Background: an optimization exercise with open tools, aiming at small area, a short achievable clock period and few clock cycles per item. Do not read the settings as production practice.
In this exercise RTL edits were held to simulation tests only and were not proved equivalent to the original.

==> flow/design.v <==
`default_nettype none
package kfd_pkg;
  localparam int unsigned CoordW = 17;
  localparam int unsigned CntW   = 13;
  localparam int unsigned SumW   = 30;
  localparam int unsigned MmdW   = 16;
  localparam int unsigned CfgDW  = 16;
  localparam int unsigned CfgIW  = 2;
  localparam int unsigned SqW      = 2 * CoordW;
  localparam int unsigned RadW     = 36;
  localparam int unsigned RootW    = RadW / 2;
  localparam int unsigned RemW     = RootW + 2;
  localparam int unsigned StepW    = 5;
  localparam int unsigned SqrtLast = RootW - 1;
  localparam int unsigned MaxMatches = 4096;
  localparam int unsigned CntFieldMax = (1 << CntW) - 1;
  localparam int unsigned CntCap =
    (MaxMatches < CntFieldMax) ? MaxMatches : CntFieldMax;
  localparam logic [SumW-1:0] SumMax = '1;
  localparam int unsigned MwW   = MmdW + CntW;
  localparam int unsigned ProdW = MwW + CntW;
  localparam int unsigned LhsShift = 12;
  typedef enum logic [CfgIW-1:0] {
    CFG_MIN_MATCHES       = 2'd0,
    CFG_MIN_MEAN_DISTANCE = 2'd1,
    CFG_IMAGE_WIDTH       = 2'd2
  } cfg_idx_e;
  localparam logic [CntW-1:0] WidthReset = 13'd640;
  typedef enum logic [2:0] {
    ST_IDLE,
    ST_SQUARE,
    ST_ADD,
    ST_ROOT,
    ST_PROD,
    ST_DECIDE
  } kfd_state_e;
  typedef struct packed {
    logic busy;
    logic done;
  } sqrt_stat_t;
endpackage
`default_nettype wire
`default_nettype none
import kfd_pkg::*;
module kfd_sqrt
(
  input  wire logic             clk_i,
  input  wire logic             rst_ni,
  input  wire logic             start_i,
  input  wire logic [RadW-1:0]  radicand_i,
  output logic      [RootW-1:0] root_o,
  output logic      [1:0]       stat_o
);
  logic [RadW-1:0]  rad_q, rad_d;
  logic [RemW-1:0]  rem_q, rem_d;
  logic [RootW-1:0] root_q, root_d;
  logic [StepW-1:0] step_q, step_d;
  logic             busy_q, busy_d;
  logic             done_q, done_d;
  logic [RemW+1:0]  rem_sh;
  logic [RemW+1:0]  trial;
  logic             fits;
  always_comb begin
    rem_sh = {rem_q, rad_q[RadW-1 -: 2]};
    trial  = {2'b00, root_q, 2'b01};
    fits   = (rem_sh >= trial);
    rad_d  = rad_q;
    rem_d  = rem_q;
    root_d = root_q;
    step_d = step_q;
    busy_d = busy_q;
    done_d = 1'b0;
    if (start_i) begin
      rad_d  = radicand_i;
      rem_d  = '0;
      root_d = '0;
      step_d = StepW'(SqrtLast);
      busy_d = 1'b1;
    end else if (busy_q) begin
      rad_d  = {rad_q[RadW-3:0], 2'b00};
      rem_d  = fits ? RemW'(rem_sh - trial) : RemW'(rem_sh);
      root_d = {root_q[RootW-2:0], fits};
      step_d = step_q - 1'b1;
      if (step_q == '0) begin
        busy_d = 1'b0;
        done_d = 1'b1;
      end
    end
  end
  always_ff @(posedge clk_i or negedge rst_ni) begin
    if (!rst_ni) begin
      busy_q <= 1'b0;
      done_q <= 1'b0;
      step_q <= '0;
    end else begin
      busy_q <= busy_d;
      done_q <= done_d;
      step_q <= step_d;
    end
  end
  always_ff @(posedge clk_i) begin
    rad_q  <= rad_d;
    rem_q  <= rem_d;
    root_q <= root_d;
  end
  assign root_o      = root_q;
  assign stat_o      = {busy_q, done_q};
endmodule
`default_nettype wire
`default_nettype none
import kfd_pkg::*;
module keyframe_displacement_test_core
(
  input  wire logic              clk_i,
  input  wire logic              rst_ni,
  input  wire logic              in_valid,
  output logic                   in_stall,
  input  wire logic [CoordW-1:0] ref_x_i,
  input  wire logic [CoordW-1:0] ref_y_i,
  input  wire logic [CoordW-1:0] cur_x_i,
  input  wire logic [CoordW-1:0] cur_y_i,
  input  wire logic              valid_req_i,
  input  wire logic              has_reference_i,
  input  wire logic              last_i,
  output logic                   out_valid,
  input  wire logic              out_stall,
  output logic                   is_keyframe_o,
  output logic      [CntW-1:0]   match_count_o,
  output logic      [SumW-1:0]   distance_sum_o,
  input  wire logic              cfg_valid,
  output logic                   cfg_ready,
  input  wire logic [CfgIW-1:0]  cfg_index_i,
  input  wire logic [CfgDW-1:0]  cfg_data_i
);
  kfd_pkg::kfd_state_e state_q, state_d;
  logic [CntW-1:0] min_matches_q;
  logic [MmdW-1:0] min_mean_q;
  logic [CntW-1:0] width_q;
  logic [MwW-1:0]  mw_q;
  logic [CoordW-1:0] dx_q, dy_q;
  logic              has_ref_q, last_q;
  logic [SqW-1:0]    sqx_q, sqy_q;
  logic [SumW-1:0] sum_q, sum_d;
  logic [CntW-1:0] count_q, count_d;
  logic [ProdW-1:0] prod_q;
  logic            out_valid_q, out_valid_d;
  logic            key_q;
  logic [CntW-1:0] cnt_out_q;
  logic [SumW-1:0] sum_out_q;
  logic             in_xfer;
  logic             out_free;
  logic             load_out;
  logic             sq_start;
  logic [RadW-1:0]  radicand;
  logic [RootW-1:0] root;
  kfd_pkg::sqrt_stat_t sq_stat;
  logic [SumW:0]    sum_add;
  logic [ProdW-1:0] lhs;
  logic             key;
  assign in_xfer  = in_valid && !in_stall;
  assign out_free = !out_valid_q || !out_stall;
  assign cfg_ready = 1'b1;
  always_ff @(posedge clk_i or negedge rst_ni) begin
    if (!rst_ni) begin
      min_matches_q <= '0;
      min_mean_q    <= '0;
      width_q       <= WidthReset;
    end else if (cfg_valid && cfg_ready) begin
      case (cfg_index_i)
        CFG_MIN_MATCHES:       min_matches_q <= cfg_data_i[CntW-1:0];
        CFG_MIN_MEAN_DISTANCE: min_mean_q    <= cfg_data_i[MmdW-1:0];
        CFG_IMAGE_WIDTH:       width_q       <= cfg_data_i[CntW-1:0];
        default: ;
      endcase
    end
  end
  always_ff @(posedge clk_i) begin
    mw_q <= {{CntW{1'b0}}, min_mean_q} * {{MmdW{1'b0}}, width_q};
  end
  always_ff @(posedge clk_i) begin
    if (in_xfer) begin
      dx_q      <= (ref_x_i >= cur_x_i) ? ref_x_i - cur_x_i : cur_x_i - ref_x_i;
      dy_q      <= (ref_y_i >= cur_y_i) ? ref_y_i - cur_y_i : cur_y_i - ref_y_i;
      has_ref_q <= has_reference_i;
      last_q    <= last_i;
    end
    if (state_q == ST_SQUARE) begin
      sqx_q <= {{CoordW{1'b0}}, dx_q} * {{CoordW{1'b0}}, dx_q};
      sqy_q <= {{CoordW{1'b0}}, dy_q} * {{CoordW{1'b0}}, dy_q};
    end
  end
  assign sq_start = (state_q == ST_ADD);
  assign radicand = RadW'({1'b0, sqx_q} + {1'b0, sqy_q});
  kfd_sqrt u_sqrt (
    .clk_i      (clk_i),
    .rst_ni     (rst_ni),
    .start_i    (sq_start),
    .radicand_i (radicand),
    .root_o     (root),
    .stat_o     (sq_stat)
  );
  assign sum_add = {1'b0, sum_q} + {{(SumW+1-RootW){1'b0}}, root};
  assign lhs     = {sum_q, {LhsShift{1'b0}}};
  assign key     = has_ref_q && (count_q != '0) && (count_q >= min_matches_q) &&
                   (lhs > prod_q);
  always_ff @(posedge clk_i) begin
    if (state_q == ST_PROD) begin
      prod_q <= {{CntW{1'b0}}, mw_q} * {{MwW{1'b0}}, count_q};
    end
  end
  always_comb begin
    state_d     = state_q;
    sum_d       = sum_q;
    count_d     = count_q;
    out_valid_d = out_valid_q && out_stall;
    load_out    = 1'b0;
    in_stall    = 1'b1;
    unique case (state_q)
      ST_IDLE: begin
        in_stall = 1'b0;
        if (in_valid) begin
          if (valid_req_i) begin
            state_d = ST_SQUARE;
          end else if (last_i) begin
            state_d = ST_PROD;
          end
        end
      end
      ST_SQUARE: state_d = ST_ADD;
      ST_ADD:    state_d = ST_ROOT;
      ST_ROOT: begin
        if (sq_stat.done) begin
          sum_d = sum_add[SumW] ? SumMax : sum_add[SumW-1:0];
          if (count_q < CntW'(CntCap)) begin
            count_d = count_q + 1'b1;
          end
          state_d = last_q ? ST_PROD : ST_IDLE;
        end
      end
      ST_PROD: state_d = ST_DECIDE;
      ST_DECIDE: begin
        if (out_free) begin
          load_out    = 1'b1;
          out_valid_d = 1'b1;
          sum_d       = '0;
          count_d     = '0;
          state_d     = ST_IDLE;
        end
      end
      default: state_d = ST_IDLE;
    endcase
  end
  always_ff @(posedge clk_i or negedge rst_ni) begin
    if (!rst_ni) begin
      state_q     <= ST_IDLE;
      sum_q       <= '0;
      count_q     <= '0;
      out_valid_q <= 1'b0;
    end else begin
      state_q     <= state_d;
      sum_q       <= sum_d;
      count_q     <= count_d;
      out_valid_q <= out_valid_d;
    end
  end
  always_ff @(posedge clk_i) begin
    if (load_out) begin
      key_q     <= key;
      cnt_out_q <= count_q;
      sum_out_q <= sum_q;
    end
  end
  assign out_valid      = out_valid_q;
  assign is_keyframe_o  = key_q;
  assign match_count_o  = cnt_out_q;
  assign distance_sum_o = sum_out_q;
endmodule
`default_nettype wire
==> flow/run.sh <==
#!/bin/bash
# synth_recipe.tcl (not shown) runs the flow's synth.tcl, then flattens the netlist and writes it again
# the make line also repeats each setting of config.mk as NAME=value (left out here)
make -C /OpenROAD-flow-scripts/flow DESIGN_CONFIG=/design/flow/config.mk WORK_HOME=/design/flow/orfs CLKGATE_MAP_FILE= SYNTH_SCRIPT=/design/flow/synth_recipe.tcl finish
==> flow/config.mk <==
export PLATFORM = sky130hd
export DESIGN_NAME = keyframe_displacement_test_core
export DESIGN_NICKNAME = keyframe_displacement_test_core
export VERILOG_FILES = /design/flow/design.v
export SDC_FILE = /design/flow/constraint.sdc
export NUM_CORES = 4
export LEC_CHECK = 0
export CAP_MARGIN = 20
export CORE_MARGIN = 2
export CORE_UTILIZATION = 40
export SLEW_MARGIN = 20
==> flow/constraint.sdc <==
create_clock -name core_clock -period 9.0 [get_ports {clk_i}]
set_input_delay 1.8000 -clock core_clock [delete_from_list [all_inputs] [get_ports {clk_i}]]
set_output_delay 1.8000 -clock core_clock [all_outputs]
set_load 0.01 [all_outputs]
==> notes.md <==
worst max-delay path, stage by stage (launching register included):
cell,delay (ns)
edfxtp_1,0.79
and2_1,0.26
inv_1,0.07
fa_1,0.53
inv_1,0.05
fa_1,0.53
inv_1,0.06
fa_1,0.38
inv_1,0.07
fa_1,0.43
fa_1,0.55
inv_1,0.05
fa_1,0.47
inv_1,0.04
ha_1,0.32
and3_1,0.19
and2_1,0.19
a22o_1,0.20
a211oi_1,0.38
nor3b_1,0.13
o31ai_1,0.40
nor2b_1,0.40
mux2i_1,0.24
o2111ai_1,0.14
stage by stage:
step	hold slack [ns]	util, %
floorplan	0.449	-
global placement	0.462	42.5
detailed placement	0.464	42.5
CTS	0.473	43.8
global route	0.493	43.8
finish	0.471	43.8
worst max path at each step:
stage,start,to,slack (ns)
CTS,dy_q[10],sqy_q[26],1.87
floorplan,dy_q[10],sqy_q[26],2.65
finish,dy_q[7],sqy_q[26],1.84
global route,count_q[2],prod_q[37],1.47
detailed placement,dy_q[10],sqy_q[26],1.90
global placement,dy_q[7],sqy_q[26],2.00
cells in the final DEF, fill, tap and decap left out, types with 29 or more instances in the layout:
| cell | instances |
|---|---|
| a211oi_1 | 34 |
| a21o_1 | 127 |
| a21oi_1 | 209 |
| a31oi_1 | 36 |
| and2_1 | 365 |
| buf_4 | 29 |
| clkbuf_16 | 51 |
| clkdlybuf4s50_1 | 138 |
| dfrtp_1 | 92 |
| dfxtp_1 | 67 |
| edfxtp_1 | 224 |
| fa_1 | 837 |
| ha_1 | 564 |
| inv_1 | 1245 |
| mux2_2 | 33 |
| mux2i_1 | 34 |
| nand2_1 | 662 |
| nand3_1 | 77 |
| nand4_1 | 29 |
| nor2_1 | 200 |
| nor2b_1 | 43 |
| nor3_1 | 64 |
| o21a_1 | 43 |
| o21ai_0 | 177 |
| xnor2_1 | 144 |
| xor2_1 | 79 |
flip-flops by register name, summed over array words and instances (netlist names), 17 cells and up:
register,flops
u_sqrt.rem_q,20
sum_q,30
mw_q,29
sqx_q,33
sum_out_q,30
sqy_q,33
u_sqrt.rad_q,36
u_sqrt.root_q,18
prod_q,42
dx_q,17
dy_q,17
final cells by class:
| class | count | area [µm²] | share of cell area [%] |
|---|---|---|---|
| Timing Repair Buffer | 167 | 1600 | 2.66 |
| Antenna cell | 1 | 2.50 | 0.00416 |
| Tap cell | 1794 | 2240 | 3.73 |
| Clock buffer | 68 | 1390 | 2.31 |
| Inverter | 1246 | 4680 | 7.78 |
| Multi-Input combinational cell | 4079 | 39400 | 65.5 |
| Clock inverter | 26 | 368 | 0.612 |
| Sequential cell | 387 | 10500 | 17.4 |
per-layer routing:
layer | vias up | wire length (µm) | track usage [%]
met1 | 19800 | 58600 | 25.5
met2 | 863 | 60700 | 31.3
met3 | 170 | 5910 | 2.54
met4 | 2 | 2690 | 4.15
met5 | - | 13 | 0
li1 | 18700 | - | -
synthesized netlist by cell type, drive strengths merged, types with 94 or more instances:
cell type	count	area [µm²]
o21ai	179	896
edfxtp	224	6730
nor2	201	754
ha	564	7060
nand2	663	2500
a21oi	209	1050
clkbuf	210	788
and2	367	2300
fa	837	16800
dfrtp	94	2350
a21o	127	953
inv	1246	4680
xnor2	144	1260
cell families after synthesis:
family	Yosys count	share of synthesized area, %
AOI/OAI and AO/OA	803	9.36
muxes	68	1.31
buffers and inverters	1469	10.0
xor gates and xnor gates	223	3.53
DFF	387	18.9
adders and majority gates	1401	43.0
other	1	0.00678
and+or+nand+nor	1583	13.8
==> notes.md <==
- Syn_area_per_cell: between 9 and 10 µm²
- EDFF count, synth: around 220
- Final Hold Viols: 0
- Die height: around 380 µm
- Layout cell share with drive strength beyond 1: 3.16%
- Dominant synthesized flop cell: edfxtp_1
- GR Util All Layers: about a fifth
- Drt wl/cell: around 16 µm
- Min cycle time layout: about 7 ns
- Via density: around 5.1
- Async set-reset flop share out of synthesis: between 20% and 30%
- Pre-Repair DR Iteration Count: 7
- FMAX: 140 MHz
- Via count: 39500
- CTS root buffer: clkbuf_16
- Die width: 376 µm
- Final worst slack: 1.84 ns
- Syn Inst Count: just under 6000
- Place WS: approximately 1.9 ns
- Slew Limit Fails: 0
- Final nets: 7426
- Num CTS Buffers: 50
- Reg2reg start: dy_q[7]
- IO Port Bufs: around 140
- DP Area: 58400 µm²
- Synth Register Bits: roughly 390
- Synth Warn #: 2
- Routed wire length: approximately 130 mm
- Hold EP: cnt_out_q[6]
- Worst Reg-to-Reg Cells: 23
- Seq/Total Area, Yosys: about a fifth
- Crit path DAT: between 7 and 8 ns
- CTS tree: yes
- CP Capture Type: register
- DIE AREA: between 100000 and 150000 µm²
- Worst hold path stage count: 0
- Final Cycle Share: 79.5%
- Req. time, crit path: about 9.4 ns
- Core Rows: about 140
- Top Ports: roughly 140
- Post-route cell area: about 60000 µm²
- Clock latency on the worst-skew pair: 0.65 ns
- Synth unique cells: 83
- DR DRC count: 0
- CORE AREA: about 140000 µm²
- Dpl cells: between 7000 and 8000
- Critical-path maximum fanout: 18
- Layout Skew: ~0.027 ns
- Worst setup SP type: register
- Initial DRC Count: roughly 2200
- Post-route setup TNS: 0 ns
- Final ANT Viol Nets: 0
- HP Class: reg2reg
- Reg clk slew, reported paths: about 0.060 ns
- MaxCap Viol Count: 0
- # clock sinks: around 390
- Worst Tran Pin Value: 0.973 ns
- H-tree depth: 2
- Layout area overhead: 8.63%
- Placer Congestion: approximately 0.87
- R2r endpoint: sqy_q[26]
- Vias in the first global route: 41600
- Initial antenna violation count: 3
- RSZ-0062 raised after global routing: no
- Max Root-Sink Buffers: 3
- Mapped Nets: 7430
- Reg2Reg Setup Slack: 1.84 ns
- Initial Utilization: 40.3%
- Outcome: timing/DRC/antenna clean
- Largest net degree at the start of global routing: 70
- Fillers: about 13000
- Hold Path Origin: count_q[6]
- First-pass GRT wire length: ~210 mm
- # hold bufs at CTS: 0
- Crit Path Class: reg2reg
- CTS-repair resized insts: 0
- DP Wirelength: between 100 and 150 mm
- Post-Syn Area: between 50000 and 60000 µm²
- # setup viols final: 0
- Slew headroom: 34.9%
- Post-CTS Setup Bufs: 0
- Post-Layout Cell Count: ~7800
- Gr ovfl total: 0
Testbench counts, summed over its fixed seeds: cycles 102,797, items 5,317.

==> separate check: timing with driven ports <==
No port has a modelled driver above. Below, the same layout with a new extraction and two added sets of constraints.
Step 1 (the two cells are an assumption about what drives the block):
set clk [get_ports {clk_i}]
set_driving_cell -lib_cell sky130_fd_sc_hd__clkbuf_16 $clk
set_driving_cell -lib_cell sky130_fd_sc_hd__buf_2 [delete_from_list [all_inputs] $clk]
Step 2 times the ports against the registers' clock, not the clock port: input delays grow and output delays shrink by t, the midpoint of the rising clock arrivals with the driver on.
Slacks: no drivers / after step 1 / after step 2; pairs: no drivers / after step 1.
t (ns): 0.718
setup slack, ns: 1.841 / 1.841 / 1.841
worst hold slack (ns): 0.471 / 0.471 / 0.471
worst setup path at the end: register to register
worst slew at a driven data input, ns: 0.07
After both steps setup and hold are still met in this run. For this run, drivers alone change the setup slack by 0.000 ns; drivers and shift together by 0.000 ns.
